Source: an optimization exercise on an open RTL-to-GDS flow (aim: small area, a short achievable clock period and few clock cycles per item). Production flows keep margins and buffers that such runs may drop.
Power figures rest on the tool's default switching activity, not on a simulated workload.

==> flow/design.v <==
`timescale 1ns/1ns
package fetch_pkg;
    parameter int XLEN = 32;
    typedef logic [XLEN-1:0] addr_t;
    typedef union packed {
        logic [3:0][7:0] bytes;
        logic [XLEN-1:0] word;
    } insn_word_u;
    typedef struct packed {
        logic  valid;
        addr_t pc;
    } lookup_t;
    typedef struct packed {
        logic       valid;
        addr_t      pc;
        insn_word_u insn;
    } fetch_t;
    typedef struct packed {
        logic  valid;
        addr_t pc;
    } redirect_t;
    typedef struct packed {
        logic       valid;
        addr_t      pc;
        insn_word_u data;
    } fill_t;
endpackage
`timescale 1ns/1ns
module fetch_top #(
    parameter int LO_W    = 7,
    parameter int CREDITS = 2
) (
    input  logic        clk,
    input  logic        rst_n_i,
    input  logic        redirect_valid_i,
    input  logic [31:0] redirect_pc_i,
    input  logic        credit_return_i,
    input  logic [7:0]  mem_data_i,
    output logic        fetch_valid_o,
    output logic [31:0] fetch_pc_o,
    output logic [31:0] fetch_insn_o,
    output logic        mem_rd_o,
    output logic [31:0] mem_addr_o
);
    localparam int LO = LO_W + 2;
    logic [31:LO]   hi_q;
    logic [LO-1:2]  rd_lo_q;
    logic [LO-1:2]  dl_lo_q;
    logic [1:0]     off_q;       
    logic [31:0]    insn_q;      
    logic           done_q;      
    logic           valid_q;     
    logic           carry_q;     
    logic [1:0]     occ_q;       
    logic           room;
    logic           last;
    logic           take;
    logic           wrap;
    assign room = (occ_q + {1'b0, valid_q}) < 2'(CREDITS);
    assign last = (off_q == 2'd3) && !carry_q;
    assign take = last && room;
    assign wrap = &rd_lo_q;
    always_ff @(posedge clk) begin
        if (!rst_n_i) begin
            hi_q    <= '0;
            rd_lo_q <= '0;
            off_q   <= 2'd0;
            done_q  <= 1'b0;
            valid_q <= 1'b0;
            carry_q <= 1'b0;
            occ_q   <= 2'd0;
        end else begin
            occ_q <= occ_q + {1'b0, valid_q} - {1'b0, credit_return_i};
            if (redirect_valid_i) begin
                hi_q    <= redirect_pc_i[31:LO];
                rd_lo_q <= redirect_pc_i[LO-1:2];
                off_q   <= 2'd0;
                done_q  <= 1'b0;
                valid_q <= 1'b0;
                carry_q <= 1'b0;
            end else begin
                done_q  <= take;
                valid_q <= done_q;
                if (!carry_q) begin
                    off_q <= off_q + 2'd1;
                end
                if (take) begin
                    rd_lo_q <= rd_lo_q + 1'b1;
                    carry_q <= wrap;
                end
                if (carry_q && valid_q) begin
                    hi_q    <= hi_q + 1'b1;
                    carry_q <= 1'b0;
                end
            end
        end
    end
    always_ff @(posedge clk) begin
        insn_q <= {mem_data_i, insn_q[31:8]};
        if (take) begin
            dl_lo_q <= rd_lo_q;
        end
    end
    assign mem_rd_o      = 1'b1;
    assign mem_addr_o    = {hi_q, rd_lo_q, off_q};
    assign fetch_valid_o = valid_q;
    assign fetch_pc_o    = {hi_q, dl_lo_q, 2'b00};
    assign fetch_insn_o  = insn_q;
endmodule
==> flow/config.mk <==
export PLATFORM = sky130hd
export DESIGN_NAME = fetch_top
export DESIGN_NICKNAME = fetch_top
export VERILOG_FILES = /design/flow/design.v
export SDC_FILE = /design/flow/constraint.sdc
export NUM_CORES = 4
export LEC_CHECK = 0
export CAP_MARGIN = 20
export CORE_MARGIN = 2
export CORE_UTILIZATION = 40
export SETUP_SLACK_MARGIN = 4.6
export SLEW_MARGIN = 20
==> flow/constraint.sdc <==
create_clock -name core_clock -period 7.0 [get_ports {clk}]
set_input_delay 1.4000 -clock core_clock [delete_from_list [all_inputs] [get_ports {clk}]]
set_output_delay 1.4000 -clock core_clock [all_outputs]
set_load 0.01 [all_outputs]
standard.sh (not shown) runs the stock make flow with config.mk's settings and CLKGATE_MAP_FILE= SYNTH_SCRIPT=/design/flow/synth_recipe.tcl, a recipe that flattens the netlist after the stock synthesis.
==> flow/flow/run.sh <==
#!/bin/bash
# standard layout with plain buf_1 port buffers and adjusted clock tree options
set -euo pipefail
export BUFFER_PORTS_ARGS="-buffer_cell sky130_fd_sc_hd__buf_1"
export CTS_ARGS="-sink_clustering_enable -repair_clock_nets -dont_use_dummy_load"
bash standard.sh > flow_standard.log 2>&1
Edit:
--- a/flow/design.v
+++ b/flow/design.v
@@ -25,11 +25,11 @@
         insn_word_u data;
     } fill_t;
 endpackage
 `timescale 1ns/1ns
 module fetch_top #(
-    parameter int LO_W    = 7,
+    parameter int LO_W    = 6,
     parameter int CREDITS = 2
 ) (
     input  logic        clk,
     input  logic        rst_n_i,
     input  logic        redirect_valid_i,
@@ -86,12 +86,12 @@
                 end
                 if (take) begin
                     rd_lo_q <= rd_lo_q + 1'b1;
                     carry_q <= wrap;
                 end
+                hi_q <= hi_q + (carry_q & valid_q);
                 if (carry_q && valid_q) begin
-                    hi_q    <= hi_q + 1'b1;
                     carry_q <= 1'b0;
                 end
             end
         end
     end
Outcome: Total power came out lower by a few percent; critical path depth came out lower by 5; synthesized area came out lower by a few percent; sequential share of layout area came out higher by 2.2 points; design area came out lower by a little under a tenth; clock skew came out lower by 0.011 ns; combinational power came out lower by roughly a tenth; clock-buffer cell count stays the same.
No functional check of the RTL was part of any run of this note.

==> static timing again, ports no longer ideal <==
In the flow no input, the clock included, has a driving cell. The finished layouts below were timed again as built, in two steps.
Step 1 (the two cells are an assumption about what drives the block):
set clk [get_ports {clk}]
set_driving_cell -lib_cell sky130_fd_sc_hd__clkbuf_16 $clk
set_driving_cell -lib_cell sky130_fd_sc_hd__buf_2 [delete_from_list [all_inputs] $clk]
Step 2 times the ports against the registers' clock, not the clock port: input delays grow and output delays shrink by t, the midpoint of the rising clock arrivals with the driver on.
Slacks: ideal / step 1 / step 2; pairs: ideal / step 1.
run | shift t [ns] | setup slack, ns | worst hold slack (ns) | pins driven straight from the clock port
the first run | 0.368 | 4.614 / 4.606 / 4.257 | 0.332 / 0.332 / 0.332 | 1
the second run | 0.351 | 4.655 / 4.627 / 4.470 | 0.328 / 0.328 / 0.328 | 1
After both steps setup and hold are still met in every run listed. The setup slack of the first run, which loses most, moves by -0.008 ns with the drivers and by -0.357 ns with both steps.
